From an optimization exercise on the open Yosys and OpenROAD flow, aimed at small area, a short achievable clock period and few clock cycles per item; shortcuts taken in it are not production practice.
Only simulation tests tie the RTL to the original design; equivalence was not proved.
Power is estimated from default activity; no workload was simulated.

$ cat flow/config.mk
export PLATFORM = sky130hd
export DESIGN_NAME = axi_block_bridge
export DESIGN_NICKNAME = axi_block_bridge
export VERILOG_FILES = /design/flow/design.v
export SDC_FILE = /design/flow/constraint.sdc
export NUM_CORES = 4
export LEC_CHECK = 0
export CAP_MARGIN = 20
export CORE_AREA = 3 3 307 307
export CTS_CLUSTER_DIAMETER = 70
export CTS_CLUSTER_SIZE = 25
export DIE_AREA = 0 0 310 310
export SETUP_SLACK_MARGIN = 2.7
export SLEW_MARGIN = 20
$ cat flow/constraint.sdc
create_clock -name core_clock -period 5.0 [get_ports {clk}]
set_input_delay 1.0000 -clock core_clock [delete_from_list [all_inputs] [get_ports {clk}]]
set_output_delay 1.0000 -clock core_clock [all_outputs]
set_load 0.01 [all_outputs]
$ cat flow/design.v
module axi_block_bridge #(
  parameter int ADDR_WIDTH     = 64,
  parameter int AXI_DATA_WIDTH = 64,
  parameter int BLOCK_WIDTH    = 512
) (
  input  logic                        clk,
  input  logic                        arstn,
  input  logic                        i_start_read,
  input  logic                        i_start_write,
  input  logic [ADDR_WIDTH-1:0]       i_addr,
  input  logic [BLOCK_WIDTH-1:0]      i_data_block,
  output logic [BLOCK_WIDTH-1:0]      o_data_block,
  output logic                        o_read_last,
  output logic                        o_b_resp,
  output logic                        o_bus_error,
  output logic [ADDR_WIDTH-1:0]       m_araddr,
  output logic [7:0]                  m_arlen,
  output logic [2:0]                  m_arsize,
  output logic [1:0]                  m_arburst,
  output logic                        m_arvalid,
  input  logic                        m_arready,
  input  logic [AXI_DATA_WIDTH-1:0]   m_rdata,
  input  logic [1:0]                  m_rresp,
  input  logic                        m_rlast,
  input  logic                        m_rvalid,
  output logic                        m_rready,
  output logic [ADDR_WIDTH-1:0]       m_awaddr,
  output logic [7:0]                  m_awlen,
  output logic [2:0]                  m_awsize,
  output logic [1:0]                  m_awburst,
  output logic                        m_awvalid,
  input  logic                        m_awready,
  output logic [AXI_DATA_WIDTH-1:0]   m_wdata,
  output logic [AXI_DATA_WIDTH/8-1:0] m_wstrb,
  output logic                        m_wlast,
  output logic                        m_wvalid,
  input  logic                        m_wready,
  input  logic [1:0]                  m_bresp,
  input  logic                        m_bvalid,
  output logic                        m_bready
);
  localparam int BEATS = BLOCK_WIDTH / AXI_DATA_WIDTH;
  localparam int OFF_W = $clog2(BLOCK_WIDTH / 8);
  localparam logic [7:0] AX_LEN  = 8'(BEATS - 1);
  localparam logic [2:0] AX_SIZE = 3'($clog2(AXI_DATA_WIDTH / 8));
  logic                                 busy_q, wbusy_q, apend_q;
  logic                                 arvalid_q, rready_q, rdone_q;
  logic                                 awvalid_q, wvalid_q, bready_q;
  logic [BEATS-1:0]                     rptr_q, wptr_q;
  logic [ADDR_WIDTH-1:OFF_W]            addr_q;
  logic [AXI_DATA_WIDTH-1:0]            wcur_q, wnext;
  logic [BEATS-1:1][AXI_DATA_WIDTH-1:0] wbuf_q;
  logic [BEATS-1:0][AXI_DATA_WIDTH-1:0] rblk_q;
  logic                                 acc_w, acc_r, r_hs, b_hs, r_end, w_end;
  logic                                 arvalid_d, awvalid_d, wvalid_d;
  assign acc_w = !busy_q && i_start_write;
  assign acc_r = !busy_q && !i_start_write && i_start_read;
  assign r_hs  = m_rvalid && rready_q;
  assign b_hs  = m_bvalid && bready_q;
  assign r_end = m_rvalid && rptr_q[BEATS-1];
  assign w_end = m_wready && wptr_q[BEATS-1];
  assign arvalid_d = acc_r || (arvalid_q && !m_arready);
  assign awvalid_d = acc_w || (awvalid_q && !m_awready);
  assign wvalid_d  = acc_w || (wvalid_q && !w_end);
  always_ff @(posedge clk or negedge arstn) begin
    if (!arstn) begin
      busy_q    <= 1'b0;
      wbusy_q   <= 1'b0;
      apend_q   <= 1'b0;
      arvalid_q <= 1'b0;
      rready_q  <= 1'b0;
      rdone_q   <= 1'b0;
      awvalid_q <= 1'b0;
      wvalid_q  <= 1'b0;
      bready_q  <= 1'b0;
      rptr_q    <= '0;
      wptr_q    <= '0;
    end else begin
      busy_q    <= busy_q ? !(rdone_q || b_hs) : (i_start_write || i_start_read);
      wbusy_q   <= acc_w || (wbusy_q && !b_hs);
      apend_q   <= arvalid_d || awvalid_d;
      arvalid_q <= arvalid_d;
      rready_q  <= (arvalid_q && m_arready) || (rready_q && !r_end);
      rdone_q   <= r_end;
      awvalid_q <= awvalid_d;
      wvalid_q  <= wvalid_d;
      bready_q  <= (bready_q && !m_bvalid) ||
                   (!awvalid_d && !wvalid_d && (awvalid_q || wvalid_q));
      if (acc_r)     rptr_q <= BEATS'(1);
      else if (r_hs) rptr_q <= rptr_q << 1;
      if (acc_w)         wptr_q <= BEATS'(1);
      else if (m_wready) wptr_q <= wptr_q << 1;
    end
  end
  always_comb begin
    wnext = '0;
    for (int k = 1; k < BEATS; k++)
      wnext = wnext | ({AXI_DATA_WIDTH{wptr_q[k-1]}} & wbuf_q[k]);
  end
  always_ff @(posedge clk) begin
    if (!wbusy_q) wbuf_q <= i_data_block[BLOCK_WIDTH-1:AXI_DATA_WIDTH];
  end
  always_ff @(posedge clk or negedge arstn) begin
    if (!arstn) begin
      addr_q <= '0;
      wcur_q <= '0;
    end else begin
      if (!apend_q)      addr_q <= i_addr[ADDR_WIDTH-1:OFF_W];
      if (!wbusy_q)      wcur_q <= i_data_block[AXI_DATA_WIDTH-1:0];
      else if (m_wready) wcur_q <= wnext;
    end
  end
  always_ff @(posedge clk or negedge arstn) begin
    if (!arstn) rblk_q <= '0;
    else begin
      for (int k = 0; k < BEATS; k++)
        if (rptr_q[k]) rblk_q[k] <= m_rdata;
    end
  end
  assign o_data_block = rblk_q;
  assign o_read_last  = rdone_q;
  assign o_b_resp     = b_hs;
  assign m_arvalid = arvalid_q;
  assign m_rready  = rready_q;
  assign m_awvalid = awvalid_q;
  assign m_wvalid  = wvalid_q;
  assign m_bready  = bready_q;
  assign m_wdata   = wcur_q;
  assign m_wlast   = wptr_q[BEATS-1];
  assign m_wstrb   = '1;
  assign m_araddr  = {addr_q, {OFF_W{1'b0}}};
  assign m_arlen   = AX_LEN;
  assign m_arsize  = AX_SIZE;
  assign m_arburst = 2'b01;
  assign m_awaddr  = {addr_q, {OFF_W{1'b0}}};
  assign m_awlen   = AX_LEN;
  assign m_awsize  = AX_SIZE;
  assign m_awburst = 2'b01;
  logic err_q;
  always_ff @(posedge clk or negedge arstn) begin
    if (!arstn) err_q <= 1'b0;
    else if ((r_hs && m_rresp != 2'b00) || (b_hs && m_bresp != 2'b00)) err_q <= 1'b1;
  end
  assign o_bus_error = err_q;
  logic unused_in;
  assign unused_in = &{1'b0, m_rlast, i_addr[OFF_W-1:0]};
endmodule
$ cat flow/flow/run.sh
#!/bin/bash
# The standard ORFS layout, with plain buffers on the ports instead of the delay cells
# buffer_ports picks by default, and the top and bottom pins on met2 and met4, so the die
# can be small. Every ORFS step keeps its own log under orfs/logs/; make's output goes to
# make.log.
set -euo pipefail
bash standard.sh \
  BUFFER_PORTS_ARGS="-buffer_cell sky130_fd_sc_hd__buf_1" \
  IO_PLACER_V="met2 met4" \
  finish > make.log 2>&1
$ cat flow/standard.sh
#!/bin/bash
# synth_recipe.tcl (not shown) runs the flow's synth.tcl, then flattens the netlist and writes it again
# the make line also repeats each setting of config.mk as NAME=value (left out here)
make -C /OpenROAD-flow-scripts/flow DESIGN_CONFIG=/design/flow/config.mk WORK_HOME=/design/flow/orfs CLKGATE_MAP_FILE= SYNTH_SCRIPT=/design/flow/synth_recipe.tcl "${@:-finish}"
==> flow_summary_export.csv, run 1 <==
group,metric,value,unit
grt,grt_pass1_wl,210,mm
finish,post_route_cells_drive_above_1_share,0.278,
sta,worst-slew-pin-transition,1.11,ns
worst_setup_path,worst_setup_start_kind,"input port",
drt,postRouteWirelength,157,mm
sta,period_minus_slack,2.40,ns
finish,postLayoutCoreUtil,0.546,
worst_setup_path,cp.required,4.00,ns
synthesis,yosys_register_bits,1108,
sta,clock_tree_skew_after_final_layout,0.0423,ns
status,run_status,"complete, no violations",
power_and_ir_drop,power.share.combinational,0.369,
sta,setup-violations-final,0,
floorplanning,core_region_area,90800,um^2
power_and_ir_drop,power.switching_fraction,0.378,
sta,relSlewSlack,0.261,
worst_setup_path,worstPathBufferInverterCount,2,
cts,cts-hold-fix-buffers,0,
sta,final-hold-violation-count,0,
power_and_ir_drop,worst_ir_drop_vdd,0.454,mV
worst_setup_path,critical_path_depth,3,
power_and_ir_drop,p_sw,12900,uW
place,dp_hpwl,117,mm
power_and_ir_drop,seq_power_share,0.468,
sta,max_freq,417,MHz
drt,wire_per_inst,31.9,um
drt,drc,0,
place,port_buffers,1347,
cts,clkSinkCount,1108,
synthesis,post_synth_inst_count,2362,
finish,synthToLayoutAreaGrowth,20.3,%
finish,leading_cell_type_in_the_layout_fill_and_taps_excluded,"buf_1",
power_and_ir_drop,power.share.clock,0.163,
synthesis,seq_area_frac_synth,0.727,
synthesis,ys_types,35,
finish,layout_common_cells,"buf_1 (1060), dfrtp_1 (641), mux2_2 (571)",
worst_setup_path,ff2ff_path_depth,4,
drt,ant_nets,0,
place,place_inst,4726,
synthesis,synth.top_cell.area_share,0.401,
finish,finish.instance_area,49600,um^2
grt,groute.usage.overall,0.312,
worst_setup_path,critical_path_class,"in2out",
floorplanning,fp.dieW,310,um
place,postPlaceCellArea,46900,um^2
worst_setup_path,crit_path_max_fanout,2,
grt,number_of_global_route_vias_before_repair,26952,
cts,clkLatencyLatePin,0.66,ns
drt,via_per_inst,5.57,
sta,min_period_over_period,0.479,
synthesis,postSynthAreaPerCell,17.5,um^2
sta,timing_max_transition_violations_final,0,
finish,nets,4271,
worst_setup_path,cp_top_family,"buffers and inverters",
drt,dr.pass1.iters,7,
worst_setup_path,arrival,1.40,ns
power_and_ir_drop,power.density,688,nW/um^2
cts,htree_num_levels,2,
floorplanning,row_count,110,
grt,maximum_number_of_pins_on_one_net_before_global_route_repair,134,
cts,clk_path_buf_depth,3,
sta,finalSetupTns,0,ns
flow_run,drv_cap,0,
floorplanning,design.portCount,1401,
synthesis,post_synth_top_area_cell,"dfrtp_1",
worst_setup_path,largest_stage_delay_worst_path,0.18,ns
synthesis,yosysWarnings,1,
drt,vias,27427,
cts,clock-root-buffer,"clkbuf_16",
finish,instances_no_fill,4925,
power_and_ir_drop,total_leakage_power,0.0194,uW
cts,inserted_clock_buffers,57,
worst_setup_path,setup_slack_of_the_most_critical_reg_to_reg_path,2.70,ns
worst_setup_path,crit_path_end_kind,"output port",
synthesis,synth.top_cells.by_area,"dfrtp_1 (40%), edfxtp_1 (33%), mux2_2 (16%), a22oi_1 (2.8%), buf_4 (1.9%)",
floorplanning,fp.dieArea,96100,um^2
worst_setup_path,crit_chain,"buf_1, and2_4, buf_6",
cts,clkSlewWorstSetupHoldPaths,0.09,ns
worst_setup_path,slowest_stage_cell_cp,"and2_4",
place,place.gp.congestion,0.942,
grt,antenna_found_initial,95,
cts,tritoncts_clock_tree,"yes",
floorplanning,initial_standard_cell_utilization_of_the_core,0.454,
synthesis,synthesis.area,41200,um^2
hold_path,hp-class,"in2async",
grt,overflow,0,
floorplanning,die_h,310,um
drt,drt_iter0_drc,2435,
power_and_ir_drop,cell_internal_pwr,21300,uW
sta,rsz0062_at_grt,"yes",
-- worst reg2reg max path, stage by stage, from the launching register on --
cell and delay, ns:
dfrtp_2 0.71, buf_4 0.70, a22oi_1 0.24, a41oi_1 0.47, a21o_1 0.14
-- kinds of logic (layout without fill, tap and decap cells) --
kind of cell           after synthesis  after routing  synth area share
other                                2            133          0.000182
AO/OA/AOI/OAI                      363            363            0.0696
flip-flops                        1108           1108             0.727
buffers and inverters              248           1504            0.0353
AND/OR/NAND/NOR                     37             37           0.00422
multiplexers                       604            604             0.164
-- metal layers --
metal,wire length [um],up-vias,GRT usage
met2,74100,1476,0.498
met4,16200,24,0.264
met1,53800,13828,0.347
met3,13100,664,0.0886
met5,158,-,0
li1,-,11435,-
-- Yosys cell counts (all sizes together) --
cell    count
dfrtp     660
mux2      571
edfxtp    448
buf       187
a22oi     154
clkbuf     55
a221o      38
a222oi     38
a31oi      38
mux2i      33
a21o       28
a21boi     26
a41oi      26
nand2      13
nor2       10
a21oi       7
nand3       7
inv         6
o21ai       5
and2        2
conb        2
nand2b      1
nor2b       1
nor3b       1
o21a        1
o22ai       1
o31a        1
or2         1
or3         1
-- power groups by stage --
stage	logic, uW	clock network (uW)	registers, uW
final	12600	5580	16000
after global placement	12100	0	16000
after floorplan	6290	0	16400
after detailed placement	12200	0	16200
after CTS	12600	5670	16000
after global routing	13200	5990	16400
-- path summary, 6_finish.rpt --
kind                                 start           to
min in group core_clock         wcur_q[17]   wcur_q[17]
worst max-delay path              m_bvalid     o_b_resp
worst max register to register   wptr_q[2]    wcur_q[2]
worst min register to register  wcur_q[17]   wcur_q[17]
worst min-delay path                 arstn  rblk_q[309]
max in group asynchronous            arstn   addr_q[60]
-- registers in the layout, summed over array words and instances (netlist names), 8 cells and up --
register  cells
rblk_q      512
wbuf_q      448
wcur_q       64
addr_q       58
rptr_q        8
wptr_q        8
-- stage by stage --
step	hold WS, ns	power [uW]	setup WS (ns)
floorplan	0.511	22700	2.81
global placement	0.461	28100	2.28
detailed placement	0.465	28400	2.27
CTS	0.380	34200	2.57
global route	0.409	35600	2.59
finish	0.400	34200	2.60
-- repair_timing --
item	in CTS	in global routing
endpoints found under the setup margin	379	48
pin swaps	1	1
resized for setup	288	41
setup buffers	6	2
-- area by class of cell --
cell class	instances	area [um^2]
Clock buffer	75	1560
Tap cell	1176	1470
Antenna cell	87	218
Inverter	6	30.0
Clock inverter	29	358
Multi-Input combinational cell	1050	9990
Fill cell	7777	41200
Sequential cell	1108	30000
Timing Repair Buffer	1394	5980
Testbench counts, summed over its fixed seeds: cycles 45,951, items 3,200.
==> run 2, diff against run 1 <==
--- a/flow/config.mk
+++ b/flow/config.mk
@@ -12,3 +12,3 @@
 export DIE_AREA = 0 0 310 310
-export SETUP_SLACK_MARGIN = 2.7
+export SETUP_SLACK_MARGIN = 2.6
 export SLEW_MARGIN = 20
==> run 2 against run 1 <==
Compared with the run above: highest routed layer unchanged; clock power about the same; via count about the same; sequential power hardly changed; register-to-register slack improved by 0.03 ns; count of clock-buffer cells in the layout stayed put; non-clock buffer count shrank 6; sequential share of layout area grew 0.56 points; sequential cell count is the same; global-route usage hardly changed.
==> flow_summary_export.csv, run 2 <==
group,metric,value,unit
worst_setup_path,slowest_stage_cell_cp,"and2_4",
synthesis,synth.top_cells.by_area,"dfrtp_1 (40%), edfxtp_1 (33%), mux2_2 (16%), a22oi_1 (2.8%), buf_4 (1.9%)",
synthesis,yosys.cell_count.top_type,"dfrtp_1",
finish,multi_input_comb_area,9990,um^2
cts,inserted_clock_buffers,57,
cts,cts-hold-fix-buffers,0,
grt,antenna_found_initial,94,
floorplanning,row_count,110,
finish,final.fill_count,7818,
floorplanning,initial_standard_cell_utilization_of_the_core,0.454,
worst_setup_path,ff2ff_path_depth,4,
power_and_ir_drop,worst_ir_drop_vdd,0.436,mV
finish,storage_element_area,30000,um^2
drt,via_per_inst,5.57,
cts,clock-root-buffer,"clkbuf_16",
grt,number_of_global_route_vias_before_repair,26902,
worst_setup_path,crit_path_end_kind,"output port",
place,port_buffers,1347,
sta,rsz0062_at_grt,"yes",
sta,final-hold-violation-count,0,
floorplanning,die_h,310,um
synthesis,synthesis.area,41200,um^2
sta,worst-slew-pin-transition,1.09,ns
power_and_ir_drop,total_leakage_power,0.0186,uW
drt,wire_per_inst,31.9,um
worst_setup_path,setup_slack_of_the_most_critical_reg_to_reg_path,2.73,ns
worst_setup_path,worst_setup_start_kind,"input port",
finish,largest_register_ffs,512,
sta,clock_tree_skew_after_final_layout,0.0442,ns
drt,vias,27403,
cts,clkSinkCount,1108,
worst_setup_path,crit_chain,"buf_1, and2_4, buf_6",
worst_setup_path,worstReg2RegStart,"wptr_q[0]",
finish,top_regs,"rblk_q (512), wbuf_q (448), wcur_q (64)",
finish,postLayoutCoreUtil,0.541,
worst_setup_path,largest_stage_delay_worst_path,0.18,ns
drt,dr.pass1.iters,8,
worst_setup_path,critical_path_class,"in2out",
synthesis,seq_area_frac_synth,0.727,
worst_setup_path,cp.required,4.00,ns
synthesis,synth_ff_type,"dfrtp_1",
place,place_ws,2.27,ns
sta,min_period_over_period,0.481,
finish,instances_no_fill,4916,
sta,timing_max_transition_violations_final,0,
sta,setup-violations-final,0,
synthesis,yosys_register_bits,1108,
grt,overflow,0,
finish,synthToLayoutAreaGrowth,19.2,%
cts,clkSlewWorstSetupHoldPaths,0.09,ns
cts,htree_num_levels,2,
worst_setup_path,worst_r2r_endpoint,"wcur_q[0]",
cts,clk_path_buf_depth,3,
floorplanning,design.portCount,1401,
floorplanning,core_region_area,90800,um^2
worst_setup_path,crit_path_max_fanout,2,
finish,leading_cell_type_in_the_layout_fill_and_taps_excluded,"buf_1",
cts,clkLatencyLatePin,0.67,ns
synthesis,post_synth_inst_count,2362,
synthesis,postSynthAreaPerCell,17.5,um^2
hold_path,hp-class,"in2async",
finish,post_route_cells_drive_above_1_share,0.211,
sta,finalWorstSetupSlack,2.60,ns
floorplanning,fp.dieW,310,um
flow_run,drv_cap,0,
worst_setup_path,arrival,1.40,ns
finish,layout_common_cells,"buf_1 (1301), dfrtp_1 (641), mux2_2 (571)",
synthesis,post_synth_top_area_cell,"dfrtp_1",
power_and_ir_drop,power.density,688,nW/um^2
synthesis,ys_top_cells_by_count,"dfrtp_1 (660), mux2_2 (571), edfxtp_1 (448), a22oi_1 (154), buf_4 (104)",
drt,postRouteWirelength,157,mm
sta,period_minus_slack,2.40,ns
status,run_status,"complete, no violations",
synthesis,share_of_synthesized_registers_carrying_an_async_set_or_reset,0.596,
drt,drc,0,
power_and_ir_drop,total_power,33800,uW
grt,maximum_number_of_pins_on_one_net_before_global_route_repair,134,
sta,relSlewSlack,0.275,
finish,nets,4265,
floorplanning,fp.dieArea,96100,um^2
sta,finalSetupTns,0,ns
drt,ant_nets,0,
sta,max_freq,416,MHz
synthesis,yosysWarnings,1,
drt,drt_iter0_drc,2341,
place,dp_hpwl,117,mm
cts,tritoncts_clock_tree,"yes",
place,place_inst,4726,
place,place.gp.congestion,0.942,
finish,registers.top_by_ff_count,"rblk_q",
synthesis,synth.top_cell.area_share,0.401,
grt,groute.usage.overall,0.312,
grt,grt_pass1_wl,210,mm
synthesis,ys_types,35,
synthesis,synth_enable_flop_cells,448,
run 2: cell types whose count changed in the layout (fill, tap and decap cells not counted):
cell	change
buf_6	-13
clkbuf_2	-24
diode_2	-3
buf_1	+241
buf_4	-14
clkbuf_4	-1
buf_2	-195
run 2: report_power, final:
group          internal [uW]  total [uW]  switching [uW]  leakage (uW)
Clock                   2490        5580            3090      0.000919
Combinational           4830       12200            7410       0.00532
Sequential             13600       16000            2390        0.0124
run 2: routing by layer:
metal	part of all wire	global-route usage	routed length, um
met1	0.34	0.345	53200
met2	0.47	0.499	73800
met3	0.087	0.0915	13700
met4	0.10	0.258	16100
met5	0.00099	0	155
run 2: cell type report:
cell class,instances,area share
diodes,84,0.00428
clock buffers,75,0.0317
clock inverters,29,0.00728
inverters,6,0.000611
multi-input cells,1050,0.203
flip-flops and latches,1108,0.611
well taps,1176,0.0299
repair buffers,1388,0.112
run 2: logic make-up (layout without fill, tap and decap cells):
group           after synthesis  count (layout)  share of synthesized area
other cells                   2             130                   0.000182
simple gates                 37              37                    0.00422
buf+inv                     248            1498                     0.0353
flops                      1108            1108                      0.727
mux                         604             604                      0.164
compound gates              363             363                     0.0696
run 2: worst max path at each step:
stage                  start  slack [ns]    endpoint
finish              m_bvalid        2.60    o_b_resp
global route        bready_q        2.58    o_b_resp
CTS                 bready_q        2.56    o_b_resp
detailed placement  m_bvalid        2.27    o_b_resp
global placement    m_wready        2.28  wcur_q[55]
floorplan           m_bvalid        2.81    o_b_resp
run 2: stage by stage:
step | area, um^2 | hold WS, ns
after floorplan | 41400 | 0.511
after global placement | 46900 | 0.461
after detailed placement | 46900 | 0.465
after CTS | 48900 | 0.380
after global routing | 49100 | 0.410
final | 49200 | 0.401
run 2: worst max-delay path: cells and delay by family:
kind	cells	cell delay, ns
buf+inv	2	0.22
simple gates	1	0.18
run 2: timing repair:
item                                    4_1_cts  5_1_grt
endpoints found under the setup margin       78       95
setup buffers                                 1        1
gates resized for setup                      45        8
pin swaps                                     1        1
==> run 3, diff against run 2 <==
--- a/flow/design.v
+++ b/flow/design.v
@@ -47,3 +47,3 @@
   logic                                 arvalid_q, rready_q, rdone_q;
-  logic                                 awvalid_q, wvalid_q, bready_q;
+  logic                                 awvalid_q, wvalid_q, bready_q, bdone_q;
   logic [BEATS-1:0]                     rptr_q, wptr_q;
@@ -75,2 +75,3 @@
       bready_q  <= 1'b0;
+      bdone_q   <= 1'b0;
       rptr_q    <= '0;
@@ -78,4 +79,4 @@
     end else begin
-      busy_q    <= busy_q ? !(rdone_q || b_hs) : (i_start_write || i_start_read);
-      wbusy_q   <= acc_w || (wbusy_q && !b_hs);
+      busy_q    <= busy_q ? !(rdone_q || bdone_q) : (i_start_write || i_start_read);
+      wbusy_q   <= acc_w || (wbusy_q && !bdone_q);
       apend_q   <= arvalid_d || awvalid_d;
@@ -88,2 +89,3 @@
                    (!awvalid_d && !wvalid_d && (awvalid_q || wvalid_q));
+      bdone_q   <= b_hs;
       if (acc_r)     rptr_q <= BEATS'(1);
@@ -121,3 +123,3 @@
   assign o_read_last  = rdone_q;
-  assign o_b_resp     = b_hs;
+  assign o_b_resp     = bdone_q;
   assign m_arvalid = arvalid_q;
--- a/flow/config.mk
+++ b/flow/config.mk
@@ -12,3 +12,3 @@
 export DIE_AREA = 0 0 310 310
-export SETUP_SLACK_MARGIN = 2.6
+export SETUP_SLACK_MARGIN = 2.7
 export SLEW_MARGIN = 20
==> run 3 against run 2 <==
Compared with the run above: register-to-register slack hardly changed; global-route usage is 0.92 points higher; final area is 6.6% higher; clock skew is 0.0040 ns higher; hold slack better by 0.00072 ns; count of clock-buffer cells in the layout is 5 higher; power is 6.6% higher; via count is 1.3% higher; largest power group unchanged.
==> flow_summary_export.csv, run 3 <==
group,metric,value,unit
floorplanning,row_count,110,
floorplanning,design.portCount,1401,
worst_setup_path,slowest_stage_cell_cp,"dfrtp_1",
power_and_ir_drop,total_leakage_power,0.0211,uW
synthesis,yosys_register_bits,1109,
floorplanning,fp.dieW,310,um
cts,inserted_clock_buffers,58,
finish,leading_cell_type_in_the_layout_fill_and_taps_excluded,"buf_1",
place,place_inst,4733,
cts,clk_path_buf_depth,3,
finish,largest_register_ffs,512,
worst_setup_path,crit_path_end_kind,"output port",
finish,registers.top_by_ff_count,"rblk_q",
grt,groute.usage.overall,0.321,
floorplanning,fp.dieArea,96100,um^2
worst_setup_path,cp.required,4.00,ns
grt,globalRouteMet1Util,0.358,
synthesis,post_synth_inst_count,2363,
worst_setup_path,worstPathBufferInverterCount,1,
worst_setup_path,ff2ff_path_depth,4,
power_and_ir_drop,worst_ir_drop_vdd,0.390,mV
floorplanning,die_h,310,um
hold_path,hp-class,"in2async",
worst_setup_path,critical_path_class,"reg2out",
cts,cts-hold-fix-buffers,0,
finish,top_regs,"rblk_q (512), wbuf_q (448), wcur_q (64)",
cts,clkSinkCount,1109,
place,port_buffers,1347,
sta,timing_max_transition_violations_final,0,
grt,overflow,0,
worst_setup_path,setup_slack_of_the_most_critical_reg_to_reg_path,2.73,ns
worst_setup_path,crit_chain,"buf_6",
sta,period_minus_slack,2.33,ns
finish,layout_common_cells,"buf_1 (815), dfrtp_1 (639), mux2_2 (571)",
place,place.gp.congestion,0.957,
synthesis,share_of_synthesized_registers_carrying_an_async_set_or_reset,0.596,
drt,vias,27768,
sta,max_freq,428,MHz
finish,nets,4350,
synthesis,yosys.cell_count.top_type,"dfrtp_1",
finish,final.fill_count,7505,
synthesis,ys_top_cells_by_count,"dfrtp_1 (661), mux2_2 (571), edfxtp_1 (448), a22oi_1 (154), buf_4 (104)",
sta,setup-violations-final,0,
power_and_ir_drop,power.density,688,nW/um^2
sta,worst-slew-pin-transition,1.13,ns
drt,via_per_inst,5.56,
grt,grt_pass1_wl,215,mm
sta,finalSetupTns,0,ns
sta,relSlewSlack,0.246,
worst_setup_path,critical_path_depth,1,
grt,busiest_layer,"met2",
drt,dr.pass1.iters,6,
sta,final-hold-violation-count,0,
synthesis,synth_enable_flop_cells,448,
worst_setup_path,worst_r2r_endpoint,"wcur_q[55]",
grt,number_of_global_route_vias_before_repair,27287,
grt,maximum_number_of_pins_on_one_net_before_global_route_repair,206,
worst_setup_path,arrival,1.33,ns
worst_setup_path,crit_path_max_fanout,2,
floorplanning,core_region_area,90800,um^2
synthesis,postSynthAreaPerCell,17.5,um^2
place,postPlaceCellArea,47000,um^2
worst_setup_path,worst_setup_start_kind,"register",
finish,instances_no_fill,4992,
grt,groute.layer.met3.usage,0.0958,
worst_setup_path,cp_top_family,"flip-flops",
finish,synthToLayoutAreaGrowth,27.0,%
finish,finish.instance_area,52400,um^2
cts,clkSlewWorstSetupHoldPaths,0.10,ns
cts,tritoncts_clock_tree,"yes",
cts,htree_num_levels,2,
drt,wire_per_inst,32.3,um
cts,clkLatencyLatePin,0.71,ns
synthesis,post_synth_top_area_cell,"dfrtp_1",
worst_setup_path,worstReg2RegStart,"wptr_q[6]",
worst_setup_path,largest_stage_delay_worst_path,0.45,ns
synthesis,synth.top_cell.area_share,0.401,
status,run_status,"complete, no violations",
finish,postLayoutCoreUtil,0.577,
drt,drt_iter0_drc,2587,
grt,met2_track_usage_gr,0.492,
floorplanning,initial_standard_cell_utilization_of_the_core,0.454,
finish,post_route_cells_drive_above_1_share,0.359,
place,dp_hpwl,121,mm
drt,ant_nets,0,
sta,clock_tree_skew_after_final_layout,0.0481,ns
synthesis,synthesis.area,41300,um^2
drt,postRouteWirelength,161,mm
synthesis,seq_area_frac_synth,0.727,
flow_run,drv_cap,0,
synthesis,synth_ff_type,"dfrtp_1",
sta,rsz0062_at_grt,"yes",
synthesis,synth.top_cells.by_area,"dfrtp_1 (40%), edfxtp_1 (33%), mux2_2 (16%), a22oi_1 (2.8%), buf_4 (1.9%)",
grt,antenna_found_initial,97,
cts,clock-root-buffer,"clkbuf_16",
synthesis,yosysWarnings,1,
sta,min_period_over_period,0.467,
synthesis,ys_types,33,
drt,drc,0,
[run 3: how the worst max path moves through the flow]
stage / from / end
after floorplan: wbusy_q / wbuf_q[0]
after global placement: m_wready / wcur_q[46]
after detailed placement: m_wready / wcur_q[11]
after CTS: wcur_q[54] / m_wdata[54]
after global routing: wcur_q[54] / m_wdata[54]
final: rblk_q[89] / o_data_block[89]
[run 3: where the power goes]
group          switching [uW]  internal (uW)  leakage (uW)  total, uW
registers                2590          13600        0.0124      16200
clock network            3180           2620      0.000975       5800
logic                    7300           6760       0.00777      14100
total                   13100          23000        0.0211      36000
[run 3: final cells by class]
| class | instances | area, um^2 | area share |
|---|---|---|---|
| diodes | 73 | 183 | 0.00349 |
| clock buffers | 80 | 1630 | 0.0311 |
| clock inverters | 27 | 402 | 0.00767 |
| inverters | 6 | 30.0 | 0.000573 |
| multi-input cells | 1050 | 9980 | 0.191 |
| flip-flops and latches | 1109 | 30000 | 0.574 |
| well taps | 1176 | 1470 | 0.0281 |
| repair buffers | 1471 | 8650 | 0.165 |
[run 3: per-layer routing]
metal	up-vias	routed length [um]
li1	11596	-
met1	13907	54400
met2	1528	73700
met3	715	13500
met4	22	19400
met5	-	152
[run 3: cells by family after synthesis]
kind of cell	share of synthesized area
other	0.000182
AO/OA/AOI/OAI	0.0696
multiplexers	0.164
flip-flops	0.727
AND/OR/NAND/NOR	0.00412
buffers and inverters	0.0352
[run 3: metrics by stage]
step | total power [uW] | setup WS [ns] | hold slack, ns
finish | 36000 | 2.67 | 0.402
global route | 37400 | 2.64 | 0.403
CTS | 35100 | 2.64 | 0.402
detailed placement | 27800 | 2.19 | 0.468
global placement | 27600 | 2.24 | 0.459
floorplan | 22300 | 2.83 | 0.506
[run 3: repair_timing]
action / CTS / global route
setup buffers: 35 / 42
endpoints found under the setup margin: 484 / 492
gates cloned: 0 / 2
pin swaps: 1 / 0
gates resized for setup: 760 / 343
[run 3: worst reg2reg max path, stage by stage, from the launching register on]
cell      delay, ns
dfrtp_2        0.63
buf_4          0.35
a222oi_1       0.68
a31oi_1        0.17
a221o_1        0.30
Testbench counts of run 3, summed over its fixed seeds: cycles 47,467, items 3,200.
==> run 4, diff against run 3 <==
==> flow/flow/run.sh (replaced) <==
#!/bin/bash
# The standard ORFS layout, with plain buffers on the ports instead of the delay cells
# buffer_ports picks by default, the top and bottom pins on met2 and met4, so the die can
# be small, and the clock pin at the middle of the left edge. Every ORFS step keeps its own
# log under orfs/logs/; make's output goes to make.log.
set -euo pipefail
bash standard.sh \
  BUFFER_PORTS_ARGS="-buffer_cell sky130_fd_sc_hd__buf_1" \
  IO_PLACER_V="met2 met4" \
  PRE_IO_PLACEMENT_TCL="$PWD/flow/io.tcl" \
  finish > make.log 2>&1
==> flow/flow/io.tcl (new file) <==
# Put the clock pin at the middle of the left edge, next to where the clock tree starts.
set_io_pin_constraint -pin_names {clk} -region left:150-160
==> run 4 against run 3 <==
Compared with the run above: hold slack improved by 0.020 ns; sequential share of layout area increased by 2.2 points; clock power decreased by 3%; area after synthesis unchanged; cell count decreased by 1.3%; combinational power decreased by 11%; worst setup slack improved by 0.019 ns; first-iteration DRC count decreased by 2.4%; power decreased by 4.8%; sequential cell count unchanged; still clean on timing, DRC and antenna; synthesized cell count unchanged.
==> flow_summary_export.csv, run 4 <==
group,metric,value,unit
synthesis,yosys_register_bits,1109,
synthesis,synthesis.area,41300,um^2
cts,clk_path_buf_depth,3,
power_and_ir_drop,power.switching_fraction,0.369,
sta,worst-slew-pin-transition,1.02,ns
power_and_ir_drop,p_sw,12700,uW
power_and_ir_drop,worst_ir_drop_vdd,0.445,mV
grt,maximum_number_of_pins_on_one_net_before_global_route_repair,171,
drt,via_per_inst,5.58,
place,port_buffers,1347,
drt,wire_per_inst,32.5,um
finish,post_route_cells_drive_above_1_share,0.310,
synthesis,synth.top_cell.area_share,0.401,
grt,overflow,0,
cts,clkSlewWorstSetupHoldPaths,0.10,ns
grt,antenna_found_initial,93,
hold_path,hp-class,"in2async",
floorplanning,fp.dieArea,96100,um^2
sta,clock_tree_skew_after_final_layout,0.0383,ns
grt,number_of_global_route_vias_before_repair,27067,
synthesis,share_of_synthesized_registers_carrying_an_async_set_or_reset,0.596,
floorplanning,initial_standard_cell_utilization_of_the_core,0.454,
synthesis,ys_top_cells_by_count,"dfrtp_1 (661), mux2_2 (571), edfxtp_1 (448), a22oi_1 (154), buf_4 (104)",
sta,final-hold-violation-count,0,
synthesis,synth_ff_type,"dfrtp_1",
floorplanning,row_count,110,
power_and_ir_drop,power.density,680,nW/um^2
grt,grt_pass1_wl,214,mm
finish,synthToLayoutAreaGrowth,22.2,%
sta,min_period_over_period,0.463,
sta,finalSetupTns,0,ns
cts,tritoncts_clock_tree,"yes",
drt,drc,0,
drt,ant_nets,0,
finish,registers.top_by_ff_count,"rblk_q",
flow_run,drv_cap,0,
sta,relSlewSlack,0.321,
synthesis,synth.top_cells.by_area,"dfrtp_1 (40%), edfxtp_1 (33%), mux2_2 (16%), a22oi_1 (2.8%), buf_4 (1.9%)",
finish,nets,4291,
worst_setup_path,slowest_stage_cell_cp,"dfrtp_2",
drt,drt_iter0_drc,2525,
floorplanning,design.portCount,1401,
drt,dr.pass1.iters,6,
sta,setup-violations-final,0,
finish,leading_cell_type_in_the_layout_fill_and_taps_excluded,"buf_1",
synthesis,yosys.cell_count.top_type,"dfrtp_1",
cts,clkSinkCount,1109,
sta,max_freq,432,MHz
power_and_ir_drop,power.share.clock,0.164,
power_and_ir_drop,power.share.combinational,0.368,
finish,top_regs,"rblk_q (512), wbuf_q (448), wcur_q (64)",
worst_setup_path,crit_path_max_fanout,32,
synthesis,post_synth_top_area_cell,"dfrtp_1",
worst_setup_path,largest_stage_delay_worst_path,0.98,ns
place,dp_hpwl,120,mm
worst_setup_path,cp.required,5.61,ns
cts,inserted_clock_buffers,56,
synthesis,yosysWarnings,1,
drt,vias,27490,
worst_setup_path,crit_chain,"buf_4, a22oi_1, a31oi_1, a221o_1",
floorplanning,core_region_area,90800,um^2
floorplanning,fp.dieW,310,um
worst_setup_path,setup_slack_of_the_most_critical_reg_to_reg_path,2.68,ns
worst_setup_path,cp_top_family,"flip-flops",
drt,postRouteWirelength,160,mm
cts,clkLatencyLatePin,0.67,ns
sta,timing_max_transition_violations_final,0,
power_and_ir_drop,seq_power_share,0.468,
worst_setup_path,worstPathBufferInverterCount,1,
finish,layout_common_cells,"buf_1 (955), dfrtp_1 (638), mux2_2 (571)",
synthesis,postSynthAreaPerCell,17.5,um^2
synthesis,synth_enable_flop_cells,448,
synthesis,post_synth_inst_count,2363,
grt,groute.usage.overall,0.318,
worst_setup_path,crit_path_end_kind,"register",
sta,rsz0062_at_grt,"yes",
synthesis,ys_types,33,
finish,postLayoutCoreUtil,0.555,
finish,largest_register_ffs,512,
status,run_status,"complete, no violations",
worst_setup_path,worst_setup_start_kind,"register",
place,place.gp.congestion,0.966,
power_and_ir_drop,total_leakage_power,0.0200,uW
power_and_ir_drop,cell_internal_pwr,21600,uW
worst_setup_path,critical_path_class,"reg2reg",
sta,period_minus_slack,2.32,ns
cts,htree_num_levels,2,
cts,clock-root-buffer,"clkbuf_16",
synthesis,seq_area_frac_synth,0.727,
worst_setup_path,arrival,2.93,ns
floorplanning,die_h,310,um
-- run 4: cell types whose count changed in the layout (fill, tap and decap cells not counted), moves of 5 or more --
cell	previous run	this run
buf_6	293	79
buf_1	815	955
buf_2	112	246
clkbuf_2	122	41
buf_4	118	78
diode_2	73	68
-- run 4: layout make-up --
| class | instances | area, um^2 |
|---|---|---|
| Fill cell | 7683 | 40400 |
| Clock inverter | 17 | 289 |
| Sequential cell | 1109 | 30000 |
| Tap cell | 1176 | 1470 |
| Clock buffer | 85 | 1650 |
| Inverter | 6 | 38.8 |
| Antenna cell | 68 | 170 |
| Multi-Input combinational cell | 1051 | 9990 |
| Timing Repair Buffer | 1413 | 6780 |
-- run 4: cell families after synthesis --
| logic type | synth area share |
|---|---|
| buffers and inverters | 0.0352 |
| other | 0.000182 |
| and+or+nand+nor | 0.00412 |
| AOI/OAI and AO/OA | 0.0696 |
| DFF | 0.727 |
| muxes | 0.164 |
-- run 4: power by group through the flow --
| stage | combinational [uW] | clock, uW | sequential, uW |
|---|---|---|---|
| after floorplan | 5910 | 0 | 16400 |
| final | 12600 | 5620 | 16000 |
| after global placement | 11500 | 0 | 16100 |
| after global routing | 13200 | 6060 | 16400 |
| after detailed placement | 11700 | 0 | 16200 |
| after CTS | 12500 | 5740 | 16000 |
-- run 4: final timing paths --
| path | depth (start not counted) | from | to |
|---|---|---|---|
| max | 4 | wptr_q[4] | wcur_q[59] |
| min | 1 | arstn | rblk_q[215] |
| max reg2reg | 4 | wptr_q[4] | wcur_q[59] |
| min reg2reg | 1 | wcur_q[38] | wcur_q[38] |
| max in group asynchronous | 2 | arstn | addr_q[61] |
| min in group core_clock | 1 | wcur_q[38] | wcur_q[38] |
-- run 4: layer usage --
| layer | wire length [um] | vias up | GRT usage |
|---|---|---|---|
| li1 | - | 11468 | - |
| met1 | 54300 | 13675 | 0.353 |
| met2 | 73800 | 1590 | 0.496 |
| met3 | 13200 | 725 | 0.0910 |
| met4 | 18600 | 32 | 0.296 |
| met5 | 204 | - | 0 |
-- run 4: what timing repair did --
action	4_1_cts	5_1_grt
hold buffers	0	0
gates resized for setup	492	94
pin swaps	1	0
setup endpoints to repair	728	314
buffers inserted	14	7
gates cloned	2	1
-- run 4: metrics by stage --
| stage | hold WS [ns] | setup WS (ns) | instances | cell area (um^2) | power [uW] |
|---|---|---|---|---|---|
| 6_report | 0.422 | 2.68 | 4925 | 50400 | 34300 |
| 5_1_grt | 0.444 | 2.66 | 4912 | 50400 | 35700 |
| 4_1_cts | 0.413 | 2.57 | 4849 | 50000 | 34200 |
| 3_5_place_dp | 0.464 | 2.20 | 4731 | 47000 | 27800 |
| 3_3_place_gp | 0.458 | 2.23 | 4731 | 47000 | 27600 |
| 2_1_floorplan | 0.506 | 2.83 | 2407 | 41400 | 22300 |
==> run 5, diff against run 4 <==
--- a/flow/design.v
+++ b/flow/design.v
@@ -47,3 +47,3 @@
   logic                                 arvalid_q, rready_q, rdone_q;
-  logic                                 awvalid_q, wvalid_q, bready_q, bdone_q;
+  logic                                 awvalid_q, wvalid_q, bready_q;
   logic [BEATS-1:0]                     rptr_q, wptr_q;
@@ -75,3 +75,2 @@
       bready_q  <= 1'b0;
-      bdone_q   <= 1'b0;
       rptr_q    <= '0;
@@ -79,4 +78,4 @@
     end else begin
-      busy_q    <= busy_q ? !(rdone_q || bdone_q) : (i_start_write || i_start_read);
-      wbusy_q   <= acc_w || (wbusy_q && !bdone_q);
+      busy_q    <= busy_q ? !(rdone_q || b_hs) : (i_start_write || i_start_read);
+      wbusy_q   <= acc_w || (wbusy_q && !b_hs);
       apend_q   <= arvalid_d || awvalid_d;
@@ -89,3 +88,2 @@
                    (!awvalid_d && !wvalid_d && (awvalid_q || wvalid_q));
-      bdone_q   <= b_hs;
       if (acc_r)     rptr_q <= BEATS'(1);
@@ -123,3 +121,3 @@
   assign o_read_last  = rdone_q;
-  assign o_b_resp     = bdone_q;
+  assign o_b_resp     = b_hs;
   assign m_arvalid = arvalid_q;
==> run 5 against run 4 <==
Compared with the run above: still clean; cell count about the same; fmax down 2.8%; final area down 0.42%; power up 1.2%; sequential cell count down 1; critical path depth down 1; clock power up 5.9%; register-to-register slack better by 0.09 ns; hold slack better by 0.045 ns; count of clock-buffer cells in the layout down 7; sequential share of layout area up 0.21 points; largest cell class unchanged.
==> flow_summary_export.csv, run 5 <==
group,metric,value,unit
cts,clock-root-buffer,"clkbuf_16",
synthesis,yosysWarnings,1,
sta,setup-violations-final,0,
floorplanning,row_count,110,
place,port_buffers,1347,
worst_setup_path,critical_path_class,"in2out",
synthesis,share_of_synthesized_registers_carrying_an_async_set_or_reset,0.596,
floorplanning,fp.dieW,310,um
power_and_ir_drop,power.density,691,nW/um^2
grt,antenna_found_initial,106,
grt,groute.usage.overall,0.311,
finish,registers.top_by_ff_count,"rblk_q",
synthesis,synth_enable_flop_cells,448,
hold_path,hp-class,"in2async",
cts,htree_num_levels,2,
synthesis,synth-xor-area-share,0,
place,dp_hpwl,117,mm
worst_setup_path,slowest_stage_cell_cp,"and2_4",
drt,postRouteWirelength,157,mm
flow_run,drv_cap,0,
drt,dr.pass1.iters,6,
synthesis,post_synth_inst_count,2362,
status,run_status,"complete, no violations",
worst_setup_path,crit_path_max_fanout,2,
worst_setup_path,largest_stage_delay_worst_path,0.17,ns
worst_setup_path,ff2ff_path_depth,4,
sta,clock_tree_skew_after_final_layout,0.0329,ns
sta,rsz0062_at_grt,"yes",
synthesis,synth_fa_ha_area_frac,0,
synthesis,synthesis.area,41200,um^2
grt,overflow,0,
power_and_ir_drop,total_leakage_power,0.0199,uW
sta,timing_max_transition_violations_final,0,
finish,largest_register_ffs,512,
sta,finalSetupTns,0,ns
drt,via_per_inst,5.57,
synthesis,post_synth_top_area_cell,"dfrtp_1",
power_and_ir_drop,worst_ir_drop_vdd,0.411,mV
floorplanning,die_h,310,um
cts,tritoncts_clock_tree,"yes",
sta,worst-slew-pin-transition,0.985,ns
finish,leading_cell_type_in_the_layout_fill_and_taps_excluded,"buf_1",
finish,post_route_cells_drive_above_1_share,0.313,
worst_setup_path,worst_setup_start_kind,"input port",
cts,inserted_clock_buffers,61,
synthesis,yosys_register_bits,1108,
worst_setup_path,crit_path_end_kind,"output port",
grt,grt_pass1_wl,210,mm
synthesis,ys_top_cells_by_count,"dfrtp_1 (660), mux2_2 (571), edfxtp_1 (448), a22oi_1 (154), buf_4 (104)",
synthesis,synth_simple_gate_area_share,0.00422,
finish,synthToLayoutAreaGrowth,21.8,%
synthesis,synth_compound_gate_area_share,0.0696,
cts,clk_path_buf_depth,3,
worst_setup_path,worstPathBufferInverterCount,2,
drt,wire_per_inst,31.9,um
synthesis,synth.top_cells.by_area,"dfrtp_1 (40%), edfxtp_1 (33%), mux2_2 (16%), a22oi_1 (2.8%), buf_4 (1.9%)",
grt,maximum_number_of_pins_on_one_net_before_global_route_repair,174,
sta,finalWorstSetupSlack,2.62,ns
finish,final.fill_count,7670,
cts,clkSinkCount,1108,
cts,clkLatencyLatePin,0.69,ns
synthesis,postSynthAreaPerCell,17.5,um^2
sta,final-hold-violation-count,0,
synthesis,synth_top_family_by_area,"multiplexers",
finish,postLayoutCoreUtil,0.553,
floorplanning,design.portCount,1401,
place,place_ws,2.29,ns
drt,vias,27444,
sta,min_period_over_period,0.476,
worst_setup_path,arrival,1.38,ns
synthesis,synth.top_cell.area_share,0.401,
drt,drt_iter0_drc,2551,
synthesis,synth_ff_type,"dfrtp_1",
worst_setup_path,cp_top_family,"buffers and inverters",
cts,clkSlewWorstSetupHoldPaths,0.10,ns
sta,relSlewSlack,0.343,
worst_setup_path,worst_r2r_endpoint,"wcur_q[11]",
sta,period_minus_slack,2.38,ns
synthesis,yosys.cell_count.top_type,"dfrtp_1",
synthesis,seq_area_frac_synth,0.727,
power_and_ir_drop,total_power,34700,uW
drt,ant_nets,0,
worst_setup_path,worstReg2RegStart,"wptr_q[4]",
sta,max_freq,420,MHz
synthesis,ys_types,35,
grt,number_of_global_route_vias_before_repair,26655,
synthesis,synth.area.mux_share,0.164,
worst_setup_path,setup_slack_of_the_most_critical_reg_to_reg_path,2.77,ns
place,place.gp.congestion,0.959,
floorplanning,initial_standard_cell_utilization_of_the_core,0.454,
finish,layout_common_cells,"buf_1 (948), dfrtp_1 (639), mux2_2 (571)",
floorplanning,core_region_area,90800,um^2
drt,drc,0,
worst_setup_path,crit_chain,"buf_1, and2_4, buf_6",
finish,top_regs,"rblk_q (512), wbuf_q (448), wcur_q (64)",
worst_setup_path,cp.required,4.00,ns
finish,nets,4275,
floorplanning,fp.dieArea,96100,um^2
==> run 5: cell types whose count changed after synthesis, sizes merged <==
cell / change
o21ai: -1
clkbuf: -1
dfrtp: -1
o21a: +1
a21oi: -1
or3: +1
nor2: +1
or2: -1
buf: +1
==> run 5: power breakdown <==
| part | internal, uW | leakage (uW) | switching, uW |
|---|---|---|---|
| Sequential | 13600 | 0.0124 | 2490 |
| Combinational | 5410 | 0.00652 | 7260 |
| Clock | 2720 | 0.00104 | 3230 |
==> run 5: worst max-delay path by stage <==
stage | start | to | cells past startpoint
CTS | bready_q | o_b_resp | 2
floorplan | m_bvalid | o_b_resp | 1
global route | bready_q | o_b_resp | 2
detailed placement | wbusy_q | wcur_q[61] | 4
finish | m_bvalid | o_b_resp | 3
global placement | m_bvalid | o_b_resp | 3
==> run 5: layout make-up <==
type,count,area [um^2],share of cell area
Timing Repair Buffer,1394,6340,0.126
Clock buffer,78,1680,0.0335
Clock inverter,37,483,0.00962
Antenna cell,80,200,0.00399
Inverter,6,30.0,0.000598
Tap cell,1176,1470,0.0293
Sequential cell,1108,30000,0.598
Multi-Input combinational cell,1050,9990,0.199
==> run 5: cells by family (layout without fill, tap and decap cells) <==
logic type	Yosys count	in the layout
mux	604	604
simple gates	37	37
flops	1108	1108
compound gates	363	363
other cells	2	126
buf+inv	248	1515
==> run 5: timing repair <==
| item | in CTS | in global routing |
|---|---|---|
| hold buffers | 0 | 0 |
| setup endpoints to repair | 441 | 166 |
| gates resized for setup | 399 | 104 |
| pin swaps | 0 | 0 |
| setup buffers | 9 | 4 |
==> run 5: metal layers <==
metal,vias to the layer above,GRT usage,part of all wire
met5,-,0.00148,0.0016
met4,34,0.261,0.10
met3,650,0.0944,0.088
met2,1535,0.495,0.47
met1,13781,0.343,0.33
li1,11444,-,-
==> run 5: worst reg2reg max path: cells and delay by family (launching register included) <==
| family | cells | cell delay, ns |
|---|---|---|
| flops | 1 | 0.91 |
| buf+inv | 1 | 0.66 |
| compound gates | 3 | 0.61 |
==> run 5: per-stage QoR <==
| step | std cells | cell area [um^2] | hold slack, ns |
|---|---|---|---|
| after detailed placement | 4721 | 46900 | 0.464 |
| final | 4929 | 50200 | 0.467 |
| after floorplan | 2406 | 41400 | 0.511 |
| after global placement | 4721 | 46900 | 0.460 |
| after CTS | 4845 | 49800 | 0.423 |
| after global routing | 4919 | 50200 | 0.441 |
Testbench counts of run 5, summed over its fixed seeds: cycles 45,951, items 3,200.
==> run 6, diff against run 5 <==
--- a/flow/design.v
+++ b/flow/design.v
@@ -100,13 +100,9 @@
   always_ff @(posedge clk) begin
-    if (!wbusy_q) wbuf_q <= i_data_block[BLOCK_WIDTH-1:AXI_DATA_WIDTH];
-  end
-  always_ff @(posedge clk or negedge arstn) begin
-    if (!arstn) begin
-      addr_q <= '0;
-      wcur_q <= '0;
-    end else begin
-      if (!apend_q)      addr_q <= i_addr[ADDR_WIDTH-1:OFF_W];
-      if (!wbusy_q)      wcur_q <= i_data_block[AXI_DATA_WIDTH-1:0];
-      else if (m_wready) wcur_q <= wnext;
+    if (!wbusy_q) begin
+      wbuf_q <= i_data_block[BLOCK_WIDTH-1:AXI_DATA_WIDTH];
+      wcur_q <= i_data_block[AXI_DATA_WIDTH-1:0];
+    end else if (m_wready) begin
+      wcur_q <= wnext;
     end
+    if (!apend_q) addr_q <= i_addr[ADDR_WIDTH-1:OFF_W];
   end
==> flow/flow/run.sh (replaced) <==
#!/bin/bash
# The standard ORFS layout, with plain buffers on the ports instead of the delay cells
# buffer_ports picks by default, and the top and bottom pins on met2 and met4, so the die
# can be small. Every ORFS step keeps its own log under orfs/logs/; make's output goes to
# make.log.
set -euo pipefail
bash standard.sh \
  BUFFER_PORTS_ARGS="-buffer_cell sky130_fd_sc_hd__buf_1" \
  IO_PLACER_V="met2 met4" \
  finish > make.log 2>&1
removed: flow/flow/io.tcl
==> run 6 against run 5 <==
Compared with the run above: still clean; area after synthesis down 1.1%; final area grew 1.3%; count of clock-buffer cells in the layout increased by 5; register-to-register slack worse by 0.08 ns; combinational power up 8%; critical path depth unchanged; clock skew rose by 0.019 ns; clock power fell by 3.9%; via count down 1.9%; die area did not move; non-clock buffer count rose by 51; critical endpoint unchanged; highest routed layer unchanged.
==> flow_summary_export.csv, run 6 <==
group,metric,value,unit
drt,drc,0,
grt,overflow,0,
synthesis,synthesis.area,40800,um^2
floorplanning,fp.dieArea,96100,um^2
cts,clkSlewWorstSetupHoldPaths,0.10,ns
grt,grt_pass1_wl,208,mm
floorplanning,die_h,310,um
finish,instances_no_fill,4857,
worst_setup_path,ff2ff_path_depth,2,
synthesis,synth_ff_type,"edfxtp_1",
drt,via_per_inst,5.55,
synthesis,ys_types,31,
finish,leading_cell_type_in_the_layout_fill_and_taps_excluded,"buf_1",
synthesis,seq_area_frac_synth,0.749,
floorplanning,design.portCount,1401,
drt,dr.pass1.iters,6,
worst_setup_path,worst_r2r_endpoint,"wbuf_q[410]",
place,place_inst,4617,
sta,rsz0062_at_grt,"yes",
grt,maximum_number_of_pins_on_one_net_before_global_route_repair,99,
synthesis,synth_enable_flop_cells,570,
worst_setup_path,critical_path_class,"in2out",
finish,nets,4215,
finish,synthToLayoutAreaGrowth,24.6,%
finish,top_regs,"rblk_q (512), wbuf_q (448), wcur_q (64)",
worst_setup_path,crit_path_max_fanout,2,
sta,clock_tree_skew_after_final_layout,0.0516,ns
drt,vias,26936,
cts,clock-root-buffer,"clkbuf_16",
sta,relSlewSlack,0.310,
worst_setup_path,capturing_instance_or_port_of_the_critical_path,"o_b_resp",
synthesis,post_synth_inst_count,2237,
cts,clkSinkCount,1108,
synthesis,yosys.cell_count.top_type,"edfxtp_1",
synthesis,ys_top_cells_by_count,"edfxtp_1 (570), dfrtp_1 (538), mux2_2 (513), buf_4 (109), buf_2 (90)",
cts,inserted_clock_buffers,59,
hold_path,hp-class,"in2async",
worst_setup_path,cp.required,4.00,ns
status,run_status,"complete, no violations",
synthesis,synth.top_cell.area_share,0.420,
power_and_ir_drop,total_power,36100,uW
synthesis,share_of_synthesized_registers_carrying_an_async_set_or_reset,0.486,
drt,drt_iter0_drc,2565,
synthesis,yosysWarnings,1,
sta,period_minus_slack,2.45,ns
flow_run,drv_cap,0,
sta,worst-slew-pin-transition,1.04,ns
worst_setup_path,setup_slack_of_the_most_critical_reg_to_reg_path,2.69,ns
floorplanning,fp.dieW,310,um
sta,timing_max_transition_violations_final,0,
cts,htree_num_levels,2,
worst_setup_path,crit_path_end_kind,"output port",
worst_setup_path,critical_path.startpoint,"m_bvalid",
drt,postRouteWirelength,157,mm
grt,groute.usage.overall,0.310,
grt,number_of_global_route_vias_before_repair,27454,
floorplanning,core_region_area,90800,um^2
sta,max_freq,408,MHz
synthesis,yosys_register_bits,1108,
place,place.gp.congestion,0.965,
drt,ant_nets,0,
worst_setup_path,arrival,1.45,ns
power_and_ir_drop,power.density,710,nW/um^2
place,port_buffers,1347,
sta,final-hold-violation-count,0,
finish,layout_common_cells,"buf_1 (921), edfxtp_1 (570), dfrtp_1 (520)",
sta,setup-violations-final,0,
place,dp_hpwl,118,mm
finish,final.fill_count,7479,
cts,cts-hold-fix-buffers,0,
drt,wire_per_inst,32.3,um
power_and_ir_drop,worst_ir_drop_vdd,0.494,mV
cts,clkLatencyLatePin,0.70,ns
synthesis,postSynthAreaPerCell,18.2,um^2
floorplanning,initial_standard_cell_utilization_of_the_core,0.449,
sta,min_period_over_period,0.490,
synthesis,post_synth_top_area_cell,"edfxtp_1",
power_and_ir_drop,total_leakage_power,0.0200,uW
finish,registers.top_by_ff_count,"rblk_q",
finish,post_route_cells_drive_above_1_share,0.330,
cts,clk_path_buf_depth,3,
cts,tritoncts_clock_tree,"yes",
grt,antenna_found_initial,105,
finish,largest_register_ffs,512,
worst_setup_path,worst_setup_start_kind,"input port",
worst_setup_path,worstReg2RegStart,"wbusy_q",
synthesis,synth.top_cells.by_area,"edfxtp_1 (42%), dfrtp_1 (33%), mux2_2 (14%), buf_4 (2.0%), a222oi_1 (1.6%)",
floorplanning,row_count,110,
-- run 6: changes by cell type after synthesis, moves of 36 or more --
cell,previous run,this run
a221o_1,38,0
a221oi_2,0,38
a22o_1,0,64
a22oi_1,154,0
clkbuf_1,55,19
dfrtp_1,660,538
edfxtp_1,448,570
mux2_2,571,513
nor2_1,9,73
-- run 6: cell type report --
type / instances / area (um^2) / share of cell area
multi-input cells: 940 / 8950 / 0.176
diodes: 70 / 175 / 0.00344
clock buffers: 83 / 1640 / 0.0322
well taps: 1176 / 1470 / 0.0289
flip-flops and latches: 1108 / 30600 / 0.602
inverters: 7 / 30.0 / 0.000591
repair buffers: 1445 / 7590 / 0.149
clock inverters: 28 / 365 / 0.00718
-- run 6: worst min-delay path by stage --
stage | startpoint | endpoint | slack (ns) | cells past startpoint
5_1_grt | i_data_block[69] | wbuf_q[5] | 0.42 | 1
3_5_place_dp | rblk_q[457] | rblk_q[457] | 0.49 | 1
3_3_place_gp | err_q | err_q | 0.46 | 1
2_1_floorplan | err_q | err_q | 0.51 | 1
4_1_cts | i_data_block[217] | wbuf_q[153] | 0.40 | 1
6_report | arstn | rblk_q[283] | 0.45 | 1
-- run 6: logic make-up after synthesis --
group	share of synthesized area
simple gates	0.0101
compound gates	0.0612
mux	0.143
buf+inv	0.0358
other cells	0.000184
flops	0.749
-- run 6: per-stage QoR --
step                      hold WS [ns]  area [um^2]  setup WS (ns)  utilization  setup TNS, ns
after floorplan                  0.511        41000          -2.65            -       -1190.72
after global placement           0.464        46500           1.85        0.512              0
after detailed placement         0.494        46500           1.75        0.512              0
after CTS                        0.401        50300           2.53        0.554              0
after global routing             0.423        50800           2.56        0.560              0
final                            0.449        50900           2.55        0.560              0
-- run 6: routing by layer --
| layer | track usage | wire length [um] |
|---|---|---|
| met1 | 0.304 | 47800 |
| met2 | 0.524 | 77500 |
| met3 | 0.0822 | 12000 |
| met4 | 0.307 | 19300 |
| met5 | 0.00544 | 256 |
-- run 6: timing repair --
| action | 4_1_cts | 5_1_grt |
|---|---|---|
| buffers inserted | 43 | 12 |
| endpoints found under the setup margin | 587 | 307 |
| pin swaps | 1 | 1 |
| resized for setup | 674 | 106 |
| endpoints found under the hold margin | 0 | 0 |
| gates cloned | 2 | 2 |
-- run 6: where the power goes --
group | internal, uW | total (uW) | switching, uW
combinational | 6210 | 13700 | 7460
clock | 2520 | 5720 | 3190
sequential | 14000 | 16700 | 2690
total | 22700 | 36100 | 13300
-- run 6: worst max-delay path: stages --
cell and delay (ns):
buf_2 0.13, and2_4 0.19, buf_6 0.12
Testbench counts of run 6, summed over its fixed seeds: cycles 45,951, items 3,200.
==> run 7, diff against run 6 <==
--- a/flow/config.mk
+++ b/flow/config.mk
@@ -12,3 +12,3 @@
 export DIE_AREA = 0 0 310 310
-export SETUP_SLACK_MARGIN = 2.7
+export SETUP_SLACK_MARGIN = 2.6
 export SLEW_MARGIN = 20
==> run 7 against run 6 <==
Compared with the run above: die area stayed put; cell count down 0.99%; synthesized cell count unchanged; final area decreased by 3.8%; global-route usage is 0.20 points lower; still clean on timing, DRC and antenna; critical path type unchanged; critical endpoint unchanged; combinational power shrank 12%; highest routed layer unchanged.
==> flow_summary_export.csv, run 7 <==
group,metric,value,unit
finish,instances_no_fill,4809,
flow_run,drv_cap,0,
cts,clock-root-buffer,"clkbuf_16",
sta,clock_tree_skew_after_final_layout,0.0619,ns
cts,cts-hold-fix-buffers,0,
synthesis,yosys.cell_count.top_type,"edfxtp_1",
cts,inserted_clock_buffers,59,
drt,postRouteWirelength,156,mm
power_and_ir_drop,power.density,704,nW/um^2
floorplanning,die_h,310,um
drt,wire_per_inst,32.3,um
synthesis,seq_area_frac_synth,0.749,
power_and_ir_drop,total_leakage_power,0.0183,uW
finish,synthToLayoutAreaGrowth,19.9,%
sta,finalSetupTns,0,ns
worst_setup_path,crit_path_end_kind,"output port",
floorplanning,fp.dieW,310,um
worst_setup_path,worstPathBufferInverterCount,2,
worst_setup_path,arrival,1.43,ns
worst_setup_path,largest_stage_delay_worst_path,0.18,ns
finish,layout_common_cells,"buf_1 (1258), edfxtp_1 (570), dfrtp_1 (520)",
drt,via_per_inst,5.54,
sta,min_hold_slack,0.451,ns
sta,period_minus_slack,2.43,ns
drt,drc,0,
finish,multi_input_comb_area,8950,um^2
finish,post_route_cells_drive_above_1_share,0.226,
drt,dr.pass1.iters,8,
cts,clkSlewWorstSetupHoldPaths,0.10,ns
grt,busiest_layer,"met2",
sta,timing_max_transition_violations_final,0,
floorplanning,fp.dieArea,96100,um^2
drt,drt_iter0_drc,2534,
floorplanning,design.portCount,1401,
power_and_ir_drop,worst_ir_drop_vdd,0.473,mV
finish,top_regs,"rblk_q (512), wbuf_q (448), wcur_q (64)",
grt,antenna_found_initial,103,
status,run_status,"complete, no violations",
finish,registers.top_by_ff_count,"rblk_q",
synthesis,synth.top_cells.by_area,"edfxtp_1 (42%), dfrtp_1 (33%), mux2_2 (14%), buf_4 (2.0%), a222oi_1 (1.6%)",
floorplanning,core_region_area,90800,um^2
finish,nets,4163,
floorplanning,initial_standard_cell_utilization_of_the_core,0.449,
hold_path,hp-class,"in2async",
grt,groute.usage.overall,0.308,
place,place_inst,4617,
grt,maximum_number_of_pins_on_one_net_before_global_route_repair,99,
grt,number_of_global_route_vias_before_repair,27208,
grt,groute.layer.met3.usage,0.0825,
worst_setup_path,crit_chain,"buf_2, and2_4, buf_6",
worst_setup_path,worst_setup_start_kind,"input port",
sta,finalWorstSetupSlack,2.57,ns
finish,storage_element_area,30600,um^2
synthesis,synthesis.area,40800,um^2
synthesis,yosysWarnings,1,
synthesis,ys_top_cells_by_count,"edfxtp_1 (570), dfrtp_1 (538), mux2_2 (513), buf_4 (109), buf_2 (90)",
worst_setup_path,cp.required,4.00,ns
synthesis,postSynthAreaPerCell,18.2,um^2
grt,met2_track_usage_gr,0.517,
place,port_buffers,1347,
sta,relSlewSlack,0.312,
cts,clkLatencyLatePin,0.71,ns
sta,setup-violations-final,0,
place,place_ws,1.75,ns
grt,grt_pass1_wl,207,mm
finish,final.fill_count,7667,
worst_setup_path,cp_top_family,"buffers and inverters",
cts,htree_num_levels,2,
synthesis,share_of_synthesized_registers_carrying_an_async_set_or_reset,0.486,
grt,globalRouteMet1Util,0.302,
worst_setup_path,critical_path_class,"in2out",
finish,largest_register_ffs,512,
sta,min_period_over_period,0.487,
synthesis,synth_ff_type,"edfxtp_1",
synthesis,post_synth_inst_count,2237,
cts,tritoncts_clock_tree,"yes",
finish,leading_cell_type_in_the_layout_fill_and_taps_excluded,"buf_1",
sta,worst-slew-pin-transition,1.03,ns
synthesis,post_synth_top_area_cell,"edfxtp_1",
place,dp_hpwl,118,mm
floorplanning,row_count,110,
drt,ant_nets,0,
grt,overflow,0,
synthesis,synth.top_cell.area_share,0.420,
sta,final-hold-violation-count,0,
synthesis,ys_types,31,
worst_setup_path,crit_path_max_fanout,2,
synthesis,yosys_register_bits,1108,
cts,clk_path_buf_depth,3,
place,place.gp.congestion,0.965,
drt,vias,26642,
sta,rsz0062_at_grt,"yes",
cts,clkSinkCount,1108,
worst_setup_path,slowest_stage_cell_cp,"and2_4",
sta,max_freq,411,MHz
synthesis,synth_enable_flop_cells,570,
==> run 7: changes by cell type in the layout (fill, tap and decap cells not counted), sizes merged <==
cell | before | now
diode | 70 | 74
clkbuf | 146 | 92
buf | 1381 | 1383
==> run 7: worst paths after layout <==
kind,slack [ns],depth (start not counted),startpoint,end
max in group asynchronous,3.45,2,arstn,wbusy_q
worst max-delay path,2.57,3,m_bvalid,o_b_resp
min in group core_clock,0.45,1,i_data_block[217],wbuf_q[153]
worst min register to register,0.51,1,rblk_q[338],rblk_q[338]
worst min-delay path,0.45,1,arstn,rblk_q[283]
worst max register to register,2.66,3,wbusy_q,wbuf_q[11]
==> run 7: repair_timing <==
| action | CTS | global route |
|---|---|---|
| cloned | 1 | 1 |
| endpoints found under the setup margin | 279 | 109 |
| gates resized for setup | 91 | 10 |
| pin swaps | 1 | 1 |
| endpoints found under the hold margin | 0 | 0 |
| buffers inserted | 4 | 1 |
==> run 7: cell type report <==
class	count	area share
flip-flops and latches	1108	0.626
multi-input cells	940	0.183
repair buffers	1393	0.116
clock buffers	83	0.0335
well taps	1176	0.0301
clock inverters	28	0.00747
diodes	74	0.00378
inverters	7	0.000614
==> run 7: metrics by stage <==
stage               instance area (um^2)  power, uW  utilization
floorplan                          41000      22900            -
global placement                   46500      28400        0.512
detailed placement                 46500      28800        0.512
CTS                                48700      34600        0.536
global route                       48900      35900        0.538
finish                             48900      34400        0.539
==> run 7: cells by family (layout without fill, tap and decap cells) <==
kind of cell / count (synthesis) / count (layout) / synth area share
buffers and inverters: 234 / 1511 / 0.0358
flip-flops: 1108 / 1108 / 0.749
AND/OR/NAND/NOR: 100 / 101 / 0.0101
AO/OA/AOI/OAI: 273 / 273 / 0.0612
other: 2 / 120 / 0.000184
multiplexers: 520 / 520 / 0.143
==> run 7: worst register-to-register path, delay by kind of cell (launching register included) <==
family   cells  cell delay [ns]
flops        1             0.70
buf+inv      3             1.24
==> run 7: power by group <==
part | switching, uW | leakage (uW) | internal (uW) | total (uW)
logic | 7310 | 0.00518 | 4820 | 12100
clock network | 3180 | 0.000976 | 2520 | 5710
registers | 2600 | 0.0122 | 14000 | 16600
==> run 7: routing by layer <==
layer / wire length [um] / up-vias
met5: 153 / -
met1: 47500 / 13324
met2: 76300 / 1500
met4: 19800 / 24
li1: - / 11056
met3: 11800 / 738

## what the ideal ports hide
No port has a modelled driver above. Below, the same layouts with a new extraction and two added sets of constraints. Step 1: set_driving_cell puts a clkbuf_16 on clk and a buf_2 on each other input, an assumption about the parent block. Step 2 times the ports against the registers' clock, not the clock port: input delays grow and output delays shrink by t, the midpoint of the rising clock arrivals with the driver on. a / b / c = ideal / step 1 / step 2; a / b = the first two.
run | shift t [ns] | slack for setup (ns) | worst setup path at the end | clock arrival spread, ns
run 1 | 0.720 | 2.605 / 2.475 / 2.310 | input to register | 0.056 / 0.057
run 2 | 0.722 | 2.595 / 2.464 / 2.326 | input to register | 0.059 / 0.059
run 3 | 0.766 | 2.665 / 2.593 / 2.132 | input to register | 0.061 / 0.061
run 4 | 0.706 | 2.685 / 2.656 / 2.227 | input to register | 0.053 / 0.053
run 5 | 0.716 | 2.618 / 2.479 / 2.469 | input to register | 0.045 / 0.045
run 6 | 0.745 | 2.552 / 2.445 / 2.030 | input to register | 0.056 / 0.056
run 7 | 0.748 | 2.565 / 2.476 / 2.024 | input to register | 0.062 / 0.063
After both steps every run listed still meets setup and hold. The setup slack of run 7, which loses most, moves by -0.089 ns with the drivers and by -0.541 ns with both steps.
